Background: an optimization exercise with open tools, aiming at small area. Do not read the settings as production practice. In this exercise RTL edits were held to simulation tests only and were not proved equivalent to the original. Power and IR drop assume default switching activity.

## flow/design.v (module list and top-level ports; edited modules follow where they fit)
// module apb_fir_regs: 98 lines
// module fir_seq_fsm: 44 lines
// module fir_rca: 14 lines
// module fir_inc: 12 lines
// module fir_step_counter: 41 lines
// module fir_tap_chain: 121 lines
// module fir_mac_w26: 324 lines
// module fir_mac_w25: 320 lines
// module result_fifo: 48 lines
// module apb_fir_acc: 70 lines
module apb_fir_acc (
  input  logic                           i_clk,
  input  logic                           i_reset,
  input  logic [fir_acc_pkg::ADDR_W-1:0] i_paddr,
  input  logic [31:0]                    i_pwdata,
  input  logic                           i_pwrite,
  input  logic                           i_psel,
  input  logic                           i_penable,
  output logic [31:0]                    o_prdata,
  output logic                           o_pready,
  output logic                           o_pslverr
);
  // ...
==> flow/run.sh <==
#!/bin/bash
# synth_recipe.tcl (not shown) runs the flow's synth.tcl, then flattens the netlist and writes it again
# the make line also repeats each setting of config.mk as NAME=value (left out here)
make -C /OpenROAD-flow-scripts/flow DESIGN_CONFIG=/design/flow/config.mk WORK_HOME=/design/flow/orfs CLKGATE_MAP_FILE= SYNTH_SCRIPT=/design/flow/synth_recipe.tcl finish
==> flow/config.mk <==
export PLATFORM = sky130hd
export DESIGN_NAME = apb_fir_acc
export DESIGN_NICKNAME = apb_fir_acc
export VERILOG_FILES = /design/flow/design.v
export SDC_FILE = /design/flow/constraint.sdc
export NUM_CORES = 4
export LEC_CHECK = 0
export CAP_MARGIN = 20
export CORE_MARGIN = 2
export CORE_UTILIZATION = 70
export CTS_CLUSTER_DIAMETER = 70
export CTS_CLUSTER_SIZE = 30
export PLACE_DENSITY = 0.8
export SLEW_MARGIN = 20
==> flow/constraint.sdc <==
create_clock -name core_clock -period 10.0 [get_ports {i_clk}]
set_input_delay 2.0000 -clock core_clock [delete_from_list [all_inputs] [get_ports {i_clk}]]
set_output_delay 2.0000 -clock core_clock [all_outputs]
set_load 0.01 [all_outputs]
==> metrics.csv, run 1 <==
metric,value,unit
H-tree Lvls,2,
Pwr Total,7.307,mW
Required @ worst endpoint,10500,ps
final non-filler cell total,4868,
"Reg clk slew, reported paths",110,ps
worst path bufs/invs,4,
Pwr Density,147.6,nW/um^2
Largest register FFs,416,
status,no timing/DRC/antenna violations,
Longest Clk Path Bufs,3,
vias in the first global route,32620,
Leak,17.27,nW
Pwr top,sequential cells,
detailed-route via count,33120,
largest family of logic cells by synthesized area,adder cells,
Worst setup EP type,flip-flop,
Setup crit end,u_step_cnt.last_q$_DFF_P_,
final setup margin,795.4,ps
Avg WL per Cell,26.23,um
cells after synthesis,4095,
main flop type after synthesis,edfxtp_1,
total gr overflow,0,
Final Slew Violations,0,
"commonest cells after routing, fill and taps aside","nand2_1, edfxtp_1, dfxtp_1",
CP startpoint,u_regs.ntaps[0]$_SDFFE_PP0P_,
most frequent CP cell,fa_1,
Seq pwr share,52.9,%
Area contributors post-synth,"edfxtp_1, dfxtp_1, fa_1",
Final Hold Fails,0,
wl on met1,46830,um
==> run 2, diff against run 1 <==
==> flow/flow/run.sh (new file) <==
#!/bin/bash
# The standard layout with one extra step between synthesis and floorplan:
# flow/polarity.py cleans up the inverters the synthesis leaves around its
# full adders (a full adder is self-dual, so it can work on inverted signals).
# Registers and every other cell keep their names, cells and connections.
set -euo pipefail
R="$PWD/orfs/results/${FLOW_PLATFORM}/apb_fir_acc/base"
# standard synthesis, up to its netlist
bash standard.sh "$R/1_2_yosys.v" > synth.log 2>&1
cp "$R/1_2_yosys.v" 1_2_yosys.standard.v
python3 flow/polarity.py 1_2_yosys.standard.v 1_2_yosys.polarity.v > polarity.log 2>&1
cp 1_2_yosys.polarity.v "$R/1_2_yosys.v"
# the rest of the standard layout, from this netlist
bash standard.sh > layout.log 2>&1
==> flow/flow/polarity.py (new file) <==
#!/usr/bin/env python3
"""Inverter clean-up on a flat gate-level netlist from the standard synthesis.

A full adder is self-dual: FA(~a,~b,~c) = ~FA(a,b,c) for both outputs. The
synthesis often leaves inverters between full adders; this script chooses,
for every full adder, whether it works on true or on inverted signals, and
rebuilds the inverters so that each net needs at most one inverter. XOR/XNOR
cells absorb input and output inversions by swapping XOR2 <-> XNOR2 (same
size). Flip-flops and every other cell keep their cells and connections.

usage: polarity.py IN.v OUT.v (prints what it did on stderr)
"""
import re, sys, random
from collections import defaultdict

INV = re.compile(r'^sky130_fd_sc_hd__(inv|clkinv)_\d+$')
FA = re.compile(r'^sky130_fd_sc_hd__fa_\d+$')
XOR = re.compile(r'^sky130_fd_sc_hd__x(n?)or2_(\d+)$')
OUTPINS = {'X', 'Y', 'Q', 'Q_N', 'SUM', 'COUT', 'HI', 'LO'}

src = open(sys.argv[1]).read()
m = re.search(r'\bmodule\s+(\w+)\s*\(', src)
body_start = src.index(';', m.end()) + 1
end = src.rindex('endmodule')
body = src[body_start:end]

# statements of the module body
stmts = [s for s in re.split(r';\s*\n', body)]
cells = []          # [type, name, {pin: net}, index]
other = []          # declarations and assigns, kept verbatim
cre = re.compile(r'^\s*(sky130_fd_sc_hd__\w+)\s+(\S+)\s*\((.*)\)\s*$', re.S)
for s in stmts:
    if not s.strip():
        continue
    mm = cre.match(s)
    if mm:
        pins = {}
        for pm in re.finditer(r'\.(\w+)\(\s*((?:\\\S+\s)|[^()\s]+?)\s*\)', mm.group(3)):
            pins[pm.group(1)] = pm.group(2).strip()
        cells.append([mm.group(1), mm.group(2), pins])
    else:
        other.append(s)

def norm(n):
    return n.strip()

# drivers and loads
driver = {}
loads = defaultdict(list)   # net -> list of (cellidx, pin)
for i, (t, name, pins) in enumerate(cells):
    for p, n in pins.items():
        n = norm(n)
        if p in OUTPINS:
            driver[n] = (i, p)
        else:
            loads[n].append((i, p))
# nets read by assigns or output ports count as fixed loads of true polarity
ext_loads = set()
for s in other:
    s2 = s.strip()
    if s2.startswith('assign'):
        lhs, rhs = s2[len('assign'):].split('=', 1)
        for tok in re.findall(r'\\\S+|[A-Za-z_][\w$]*(?:\[\d+\])?', rhs):
            ext_loads.add(tok.strip())
        # lhs net driven by assign: treat as fixed driver
        driver.setdefault(norm(lhs), (-1, 'assign'))
    elif s2.startswith('output'):
        pass
# output ports
for mm in re.finditer(r'^\s*output\s+(\[(\d+):(\d+)\]\s+)?(\w+)', body, re.M):
    if mm.group(1):
        hi, lo = int(mm.group(2)), int(mm.group(3))
        for b in range(min(hi, lo), max(hi, lo) + 1):
            ext_loads.add(f"{mm.group(4)}[{b}]")
    else:
        ext_loads.add(mm.group(4))

inv_cells = {i for i, c in enumerate(cells) if INV.match(c[0])}
# root and polarity of every net through inverter chains
memo = {}
def root(n):
    if n in memo:
        return memo[n]
    d = driver.get(n)
    if d is not None and d[0] in inv_cells:
        r, p = root(norm(cells[d[0]][2]['A']))
        res = (r, p ^ 1)
    else:
        res = (n, 0)
    memo[n] = res
    return res

# the inverters we may remove: all whose output feeds no external load
# (an inverter driving a port/assign keeps its net name)
keep_inv = set()
for i in inv_cells:
    y = norm(cells[i][2]['Y'])
    if y in ext_loads:
        keep_inv.add(i)

fa_cells = [i for i, c in enumerate(cells) if FA.match(c[0])]
xor_cells = [i for i, c in enumerate(cells) if XOR.match(c[0])]
flip = {i: 0 for i in fa_cells}
xflip = {i: 0 for i in xor_cells}

# load pins to re-route: every non-inverter load of a net whose root is not
# itself (i.e. behind inverters), plus all loads of roots
pins_by_root = defaultdict(list)   # root -> list of (cellidx, pin, pol)
for n, ls in loads.items():
    r, p = root(n)
    for (i, pin) in ls:
        if i in inv_cells and i not in keep_inv:
            continue
        pins_by_root[r].append((i, pin, p))
for n in ext_loads:
    if n in memo or n in driver:
        r, p = root(n)
        # external loads of an inverter-driven net: kept inverter handles it
for i in keep_inv:
    # its input is a load of true polarity relation to its root
    pass

def drv_flip(r):
    d = driver.get(r)
    if d is None:
        return 0
    i = d[0]
    if i in flip:
        return flip[i]
    if i in xflip:
        return xflip[i]
    return 0

def load_flip(i):
    return flip.get(i, 0)

def root_cost(r):
    need_inv = False
    df = drv_flip(r)
    for (i, pin, p) in pins_by_root[r]:
        if i in xflip:
            continue            # xor cells absorb any input polarity
        if p ^ load_flip(i) ^ df:
            need_inv = True
            break
    return 1 if need_inv else 0

# kept inverters read their input's root with their own polarity; they keep
# their input connection (we re-route it like any other load)
for i in keep_inv:
    a = norm(cells[i][2]['A'])
    r, p = root(a)
    pins_by_root[r].append((i, 'A', p))

roots = list(pins_by_root.keys())
roots_of_cell = defaultdict(set)
for r in roots:
    d = driver.get(r)
    if d is not None and d[0] >= 0:
        roots_of_cell[d[0]].add(r)
    for (i, pin, p) in pins_by_root[r]:
        roots_of_cell[i].add(r)

cost = {r: root_cost(r) for r in roots}
total0 = sum(cost.values())
# local search over full-adder and xor flips
var = [('f', i) for i in fa_cells] + [('x', i) for i in xor_cells]
rng = random.Random(1)
improved = True
passes = 0
while improved and passes < 50:
    improved = False
    passes += 1
    rng.shuffle(var)
    for kind, i in var:
        tbl = flip if kind == 'f' else xflip
        rs = roots_of_cell[i]
        before = sum(cost[r] for r in rs)
        tbl[i] ^= 1
        after_c = {r: root_cost(r) for r in rs}
        after = sum(after_c.values())
        if after < before:
            cost.update(after_c)
            improved = True
        else:
            tbl[i] ^= 1
# annealing from the local optimum, keeping the best assignment seen
import math
best = sum(cost.values())
best_f = (dict(flip), dict(xflip))
cur = best
T = 1.0
steps = 2000000
for k in range(steps):
    T = 1.5 * (1 - k / steps) + 0.02
    kind, i = var[rng.randrange(len(var))]
    tbl = flip if kind == 'f' else xflip
    rs = roots_of_cell[i]
    before = sum(cost[r] for r in rs)
    tbl[i] ^= 1
    after_c = {r: root_cost(r) for r in rs}
    delta = sum(after_c.values()) - before
    if delta <= 0 or rng.random() < math.exp(-delta / T):
        cost.update(after_c)
        cur += delta
        if cur < best:
            best = cur
            best_f = (dict(flip), dict(xflip))
    else:
        tbl[i] ^= 1
flip.clear(); flip.update(best_f[0]); xflip.clear(); xflip.update(best_f[1])
cost = {r: root_cost(r) for r in roots}
total1 = sum(cost.values())
sys.stderr.write(f"inverters: before {len(inv_cells)} (roots needing one: {total0}), after {total1 + len(keep_inv)}; "
                 f"flipped {sum(flip.values())} full adders, {sum(xflip.values())} xor outputs, {passes} passes\n")

# rebuild connections
newcells = []
inv_of = {}
cnt = [0]
def inv_net(r):
    if r not in inv_of:
        cnt[0] += 1
        y = f"_pol{cnt[0]}_"
        inv_of[r] = y
        newcells.append(['sky130_fd_sc_hd__inv_1', f"_polinv{cnt[0]}_", {'A': r, 'Y': y}])
    return inv_of[r]

for r in roots:
    df = drv_flip(r)
    for (i, pin, p) in pins_by_root[r]:
        need = p ^ load_flip(i) ^ df
        if i in xflip:
            cells[i][2][pin] = r
            if need:
                cells[i].append(('toggle',))
        else:
            cells[i][2][pin] = inv_net(r) if need else r
# xor cells: type = original ^ (number of toggled inputs) ^ output flip
for i in xor_cells:
    t = cells[i][0]
    mm = XOR.match(t)
    isxnor = mm.group(1) == 'n'
    tog = sum(1 for e in cells[i][3:] if e == ('toggle',))
    isxnor ^= (tog & 1) ^ xflip[i]
    cells[i][0] = f"sky130_fd_sc_hd__x{'n' if isxnor else ''}or2_{mm.group(2)}"
    # the xor2 output pin is X, the xnor2 one Y
    pins = cells[i][2]
    outn = pins.pop('X', None) or pins.pop('Y')
    pins['Y' if isxnor else 'X'] = outn
    del cells[i][3:]

# drop removed inverters
out_cells = [c for j, c in enumerate(cells) if not (j in inv_cells and j not in keep_inv)] + newcells
decl = "\n".join(f"  wire {c[2]['Y']};" for c in newcells)

def fmt(c):
    pins = ",\n".join(f"    .{p}({n}{' ' if n.startswith(chr(92)) else ''})" for p, n in c[2].items())
    return f"  {c[0]} {c[1]} (\n{pins}\n  )"

others = [s for s in other]
new_body = "\n" + decl + "\n" + ";\n".join([o.strip('\n') for o in others if o.strip()] + [fmt(c) for c in out_cells]) + ";\n"
open(sys.argv[2], 'w').write(src[:body_start] + new_body + src[end:])
==> flow/standard.sh (new file) <==
#!/bin/bash
# synth_recipe.tcl (not shown) runs the flow's synth.tcl, then flattens the netlist and writes it again
# the make line also repeats each setting of config.mk as NAME=value (left out here)
make -C /OpenROAD-flow-scripts/flow DESIGN_CONFIG=/design/flow/config.mk WORK_HOME=/design/flow/orfs CLKGATE_MAP_FILE= SYNTH_SCRIPT=/design/flow/synth_recipe.tcl "${@:-finish}"
--- a/flow/config.mk
+++ b/flow/config.mk
@@ -10,4 +10,5 @@
 export CORE_UTILIZATION = 70
-export CTS_CLUSTER_DIAMETER = 70
-export CTS_CLUSTER_SIZE = 30
+export CTS_BUF_LIST = sky130_fd_sc_hd__clkbuf_8
+export CTS_CLUSTER_DIAMETER = 50
+export CTS_CLUSTER_SIZE = 16
 export PLACE_DENSITY = 0.8
removed: flow/run.sh
==> run 2 against run 1 <==
Still clean. Critical path depth shrank 6. Via count shrank 0.85%. Sequential power is essentially flat. Combinational power shrank 3%. Worst hold slack gained 8.2 ps. First-iteration DRC count shrank 3.3%. Sequential share of layout area grew 0.22 points. Non-clock buffer count grew 16. Register-to-register slack gained 540 ps. Critical path type is now input port to flip-flop. Largest cell class unchanged. Largest power group unchanged.
==> metrics.csv, run 2 <==
metric,value,unit,change
status,no timing/DRC/antenna violations,,
share of cells above drive strength 1,10.08,%,
reg-to-reg startpoint,u_regs.ntaps[1]$_SDFFE_PP0P_,,
Hold Path Class,flip-flop to flip-flop,,
Final Hold Fails,0,,unchanged
setup TNS,0,ps,
min cycle time layout,9352,ps,
fmax,0.1069,GHz,
WP data arrival,9970,ps,
Required @ worst endpoint,10620,ps,+120 ps
Rel. slew slack,15.94,%,
clock latency (worst-skew pair),760,ps,
H-tree Lvls,3,,+1
clk sinks,803,,
core area,64580,um^2,
Worst setup EP type,flip-flop,,
Post-CTS Resized,0,,
"most common cell after layout, fill and taps aside",nand2_1,,
Starting Density,71.05,%,
number of port buffers,57,,
synth warn,8,,
Worst Hold Path EP,u_tap_chain.acc6[21]$_SDFFE_PP0N_,,
Crit-path slowest cell,buf_4,,
placed insts,4629,,
CP Launch Type,input port,,
cells after synthesis,3932,,-4.0%
kind of critical path,input port to flip-flop,,
vias in the first global route,33350,,+2.2%
fin area,49240,um^2,
Num CTS Buffers,83,,
post-detailed-placement half-perimeter wirelength,89580,um,
total gr overflow,0,,unchanged
Placed Area,47220,um^2,
Final Net Count,4337,,
Routability Congestion,0.9808,,
global router's overall resource usage,38.93,%,
WHS Path Cells,1,,
Iter 0 DRT Violations,4483,,
Reg2Reg Depth,25,,
Avg WL per Cell,27.25,um,+3.9%
Max IR drop VDD,0.0002149,V,
final setup margin,648.2,ps,-147.1 ps
CTS root buf,clkbuf_8,,
Reg-to-Reg End,u_step_cnt.last_q$_DFF_P_,,
setup bufs post-CTS,0,,
Leak,17.68,nW,+2.3%
CP top delay family,adder cells,,
cts hold-fix bufs,0,,
antenna-violating nets left,0,,
"commonest cells after routing, fill and taps aside","nand2_1, edfxtp_1, dfxtp_1",,
hold path startpoint,u_tap_chain.acc7[21]$_DFF_P_,,
Post-Route Utilization,76.25,%,
vias per cell,6.857,,
Mean Syn Cell Area,11.67,um^2,
maxcap violations,0,,
Largest register FFs,416,,unchanged
die width,260.0,um,
crit-path cells,clkdlybuf4s50_1 -> and3_1 -> nand3_1 -> o21ai_0 -> a22o_2 -> buf_4 -> nand2_2 -> buf_4 -> inv_1 -> xnor2_1 -> fa_1 -> fa_1 -> fa_1 -> fa_1 -> fa_1 -> fa_1 -> fa_1 -> fa_1 -> fa_1 -> fa_1 -> xor2_1,,
Longest Clk Path Bufs,3,,unchanged
Die Ht,260.0,um,
Least-Margin Pin Slew,1261,ps,
initial antenna violation count,2,,
Setup-failing EPs final,0,,
Critical Path Stages,21,,
worst stage delay on the critical path,580,ps,
reg-to-reg setup timing slack,1340,ps,
Mapped Area,45890,um^2,
area grow syn2layout,7.316,%,
DR pass1 iterations,6,,
drt total wl,130500,um,
largest net degree at the start of global routing,123,,
first-pass GRT wire length,197500,um,
detailed-route via count,32830,,-0.85%
post-detailed-route DRC marker count,0,,
worst path bufs/invs,4,,unchanged
Place WS,49.22,ps,
Tcrit/Tclk final,93.52,%,
Die ar.,67620,um^2,
Pwr Density,151.6,nW/um^2,+2.7%
worst-path maximum fanout,33,,
setup repair after global routing missed its margin,false,,
most frequent CP cell,fa_1,,
"Reg clk slew, reported paths",70,ps,-40 ps
Setup Skew,51.04,ps,
CTS tree,built,,
CP startpoint,i_psel,,
Final Slew Violations,0,,unchanged
Boundary Pins,83,,
final non-filler cell total,4788,,-1.6%
Rows,93,,
==> run 2: final cells by class <==
type,count,area [um^2]
well taps,855,1070
diodes,3,7.507
fillers,4072,15340
clock inverters,58,575.6
repair buffers,179,1682
flip-flops and latches,803,20330
multi-input cells,2667,23860
inverters,135,506.7
clock buffers,88,1211
==> run 2: power breakdown <==
part / switching [mW] / internal, mW / leakage, nW
combinational: 0.736 / 0.545 / 9.68
sequential: 0.152 / 3.74 / 7.04
clock: 1.32 / 0.978 / 0.964
total: 2.20 / 5.26 / 17.7
==> run 2: metrics by stage <==
| step | total power, mW | hold slack, ps |
|---|---|---|
| 2_1_floorplan | 4.786 | 434.0 |
| 3_3_place_gp | 5.132 | 445.6 |
| 3_5_place_dp | 5.210 | 449.1 |
| 4_1_cts | 7.461 | 467.2 |
| 5_1_grt | 7.764 | 481.3 |
| 6_report | 7.467 | 469.7 |
==> run 2: worst max-delay path by stage <==
stage,to
after CTS,u_tap_chain.acc3[17]$_DFF_P_
after global placement,u_tap_chain.acc3[25]$_DFF_P_
after global routing,u_tap_chain.acc3[17]$_DFF_P_
after detailed placement,u_tap_chain.acc3[17]$_DFF_P_
final,u_tap_chain.acc3[25]$_DFF_P_
after floorplan,u_tap_chain.acc7[17]$_DFF_P_
==> run 2: per-layer routing <==
layer	share of wire (%)	vias up	track usage [%]
met4	4.6	0	16.99
li1	-	13850	-
met5	0	-	0
met1	37	16350	52.79
met3	13	395	11.25
met2	46	2245	59.04
==> run 3, diff against run 2 <==
--- a/flow/config.mk
+++ b/flow/config.mk
@@ -10,5 +10,4 @@
 export CORE_UTILIZATION = 70
-export CTS_BUF_LIST = sky130_fd_sc_hd__clkbuf_8
-export CTS_CLUSTER_DIAMETER = 50
-export CTS_CLUSTER_SIZE = 16
+export CTS_CLUSTER_DIAMETER = 70
+export CTS_CLUSTER_SIZE = 30
 export PLACE_DENSITY = 0.8
==> run 3 against run 2 <==
Critical path type unchanged. Via count about the same. Critical endpoint is now u_tap_chain.acc3[17]$_DFF_P_. Synthesized cell count is the same. Largest power group unchanged. Sequential share of layout area up 0.15 points. Clock skew is 11 ps lower. Still clean. Design area fell by 0.37%. Largest cell class unchanged. Non-clock buffer count fell by 3. Wire length up 0.94%. Combinational power barely moved. Worst setup slack got worse by 51 ps.
==> metrics.csv, run 3 <==
metric,value,unit,change
hold path startpoint,u_regs.taps[82]$_SDFFE_PP0P_,,
Avg WL per Cell,27.90,um,+2.4%
clock latency (worst-skew pair),650,ps,-110 ps
most frequent CP cell,fa_1,,
met1 Track Usage GR,53.23,%,+0.44 points
Routability Congestion,0.9808,,unchanged
vias in the first global route,33250,,-0.30%
fmax,0.1063,GHz,-0.55%
Least-Margin Pin Slew,1263,ps,+2.020 ps
filler instances,4069,,-0.074%
maxcap violations,0,,unchanged
H-tree Lvls,2,,-1
CTS root buf,clkbuf_16,,
Tcrit/Tclk final,94.03,%,+0.51 points
Largest register FFs,416,,unchanged
"Reg clk slew, reported paths",100,ps,+30 ps
DR pass1 iterations,7,,+1
Num CTS Buffers,45,,-46%
Die ar.,67620,um^2,unchanged
kind of critical path,input port to flip-flop,,
total gr overflow,0,,unchanged
Hold Path Class,flip-flop to flip-flop,,
Setup Skew,39.63,ps,-11.41 ps
setup repair after global routing missed its margin,false,,
share of cells above drive strength 1,8.693,%,-1.4 points
CP Launch Type,input port,,
Reg2Reg Depth,25,,unchanged
reg-to-reg startpoint,u_regs.ntaps[1]$_SDFFE_PP0P_,,
Setup-failing EPs final,0,,unchanged
die width,260.0,um,unchanged
Pwr Total,7.444,mW,-0.31%
Rows,93,,unchanged
antenna-violating nets left,0,,unchanged
status,no timing/DRC/antenna violations,,
min cycle time layout,9403,ps,+51.49 ps
Crit-path slowest cell,and2_1,,
worst stage delay on the critical path,690,ps,+110 ps
"most common cell after layout, fill and taps aside",nand2_1,,
Worst Hold Path EP,u_regs.taps[82]$_SDFFE_PP0P_,,
Iter 0 DRT Violations,4552,,+1.5%
Reg-to-Reg End,u_step_cnt.last_q$_DFF_P_,,
synth warn,8,,unchanged
post-detailed-placement half-perimeter wirelength,89580,um,unchanged
Mean Syn Cell Area,11.67,um^2,unchanged
Post-CTS Resized,0,,unchanged
core area,64580,um^2,unchanged
Required @ worst endpoint,10530,ps,-90 ps
drt total wl,131700,um,+0.94%
Final Net Count,4296,,-0.95%
WP data arrival,9930,ps,-40 ps
WHS Path Cells,2,,+1
first-pass GRT wire length,198400,um,+0.46%
Pwr Density,151.7,nW/um^2,about the same
clk sinks,803,,unchanged
cts hold-fix bufs,0,,unchanged
Rel. slew slack,15.81,%,-0.13 points
Boundary Pins,83,,unchanged
Final Slew Violations,0,,unchanged
CP top delay family,adder cells,,
Placed Area,47220,um^2,unchanged
met3 usage,10.40,%,-0.85 points
detailed-route via count,32800,,-0.091%
"commonest cells after routing, fill and taps aside","nand2_1, edfxtp_1, dfxtp_1",,
Mapped Area,45890,um^2,unchanged
fin area,49060,um^2,-0.37%
worst-path maximum fanout,10,,-70%
most used routing layer,met2,,
Max IR drop VDD,0.0001931,V,-10%
Leak,17.49,nW,-1.1%
Worst setup EP type,flip-flop,,
worst path bufs/invs,3,,-1
Final Hold Fails,0,,unchanged
global router's overall resource usage,39.05,%,+0.12 points
area grow syn2layout,6.918,%,
reg-to-reg setup timing slack,1320,ps,-20 ps
Die Ht,260.0,um,unchanged
met2 Usage GRT,60.03,%,+1.0 points
crit-path cells,clkdlybuf4s50_1 -> nor3b_1 -> buf_4 -> nand3_1 -> o21ai_0 -> a22o_2 -> and2_1 -> buf_4 -> a22oi_1 -> xor2_1 -> fa_1 -> fa_1 -> fa_1 -> fa_1 -> fa_1 -> fa_1 -> fa_1 -> fa_1 -> fa_1 -> fa_1 -> fa_1,,
Starting Density,71.05,%,unchanged
setup TNS,0,ps,unchanged
largest net degree at the start of global routing,123,,unchanged
post-detailed-route DRC marker count,0,,unchanged
vias per cell,6.950,,+1.3%
n_diodes,0,,-3
number of port buffers,57,,unchanged
cells after synthesis,3932,,unchanged
initial antenna violation count,0,,-2
Longest Clk Path Bufs,3,,unchanged
setup bufs post-CTS,0,,unchanged
CTS tree,built,,
[run 3: metal layers]
layer	vias to the layer above	wire, um
li1	13750	-
met1	16330	47730
met2	2322	61160
met3	404	16930
met4	0	5895
met5	-	0
[run 3: worst max-delay path by stage]
stage | end | start | depth (start not counted) | slack (ps)
6_report | u_tap_chain.acc3[17]$_DFF_P_ | i_paddr[2] | 21 | 600
5_1_grt | u_tap_chain.acc3[17]$_DFF_P_ | i_paddr[2] | 23 | 300
4_1_cts | u_tap_chain.acc3[17]$_DFF_P_ | i_paddr[2] | 23 | 710
3_5_place_dp | u_tap_chain.acc3[17]$_DFF_P_ | i_paddr[2] | 23 | 50
3_3_place_gp | u_tap_chain.acc3[25]$_DFF_P_ | i_psel | 21 | 190
2_1_floorplan | u_tap_chain.acc7[17]$_DFF_P_ | i_paddr[6] | 23 | 900
[run 3: power breakdown]
group | switching, mW | total, mW | internal, mW
registers | 0.151 | 3.89 | 3.74
logic | 0.744 | 1.29 | 0.547
clock network | 1.31 | 2.26 | 0.954
[run 3: through the flow]
step	setup slack [ps]	util [%]	hold slack [ps]	instances
3_5_place_dp	49.22	73.12	449.1	4629
3_3_place_gp	186.2	73.11	445.6	4629
6_report	596.7	75.97	474.7	4720
2_1_floorplan	898.1	-	434.0	3933
4_1_cts	709.0	75.70	475.1	4713
5_1_grt	300.6	75.97	481.4	4720
[run 3: area by class of cell]
class | count | area [um^2] | share of cell area (%)
Clock buffer | 55 | 1174 | 2.392
Clock inverter | 29 | 493.0 | 1.005
Inverter | 135 | 506.7 | 1.033
Multi-Input combinational cell | 2667 | 23860 | 48.63
Sequential cell | 803 | 20330 | 41.44
Tap cell | 855 | 1070 | 2.180
Timing Repair Buffer | 176 | 1627 | 3.315
[run 3: tightest hold or removal path, cell delays in order, from the launching register on]
cell	delay, ps
dfxtp_1	330
nand2_1	50
a21oi_1	50

-- separate check: timing with driven ports --
In the flow no input, the clock included, has a driving cell. The finished layouts below were timed again as built, in two steps. Step 1 (the two cells are an assumption about what drives the block):
set clk [get_ports {i_clk}]
set_driving_cell -lib_cell sky130_fd_sc_hd__clkbuf_16 $clk
set_driving_cell -lib_cell sky130_fd_sc_hd__buf_2 [delete_from_list [all_inputs] $clk]
Step 2 times the ports against the registers' clock, not the clock port: input delays grow and output delays shrink by t, the midpoint of the rising clock arrivals with the driver on. a / b / c = ideal / step 1 / step 2; a / b = the first two.
run | t, ns | setup slack, ns | worst setup path at the end | latest minus earliest clock arrival (ns)
run 1 | 0.701 | 0.795 / 0.795 / 0.250 | input to register | 0.041 / 0.041
run 2 | 0.801 | 0.648 / 0.681 / -0.120 | input to register | 0.070 / 0.071
run 3 | 0.697 | 0.597 / 0.642 / -0.055 | input to register | 0.048 / 0.048
Met with ideal ports but missed after step 2: setup timing in run 2 and run 3. The setup slack of run 2, which loses most, moves by +0.033 ns with the drivers and by -0.768 ns with both steps.
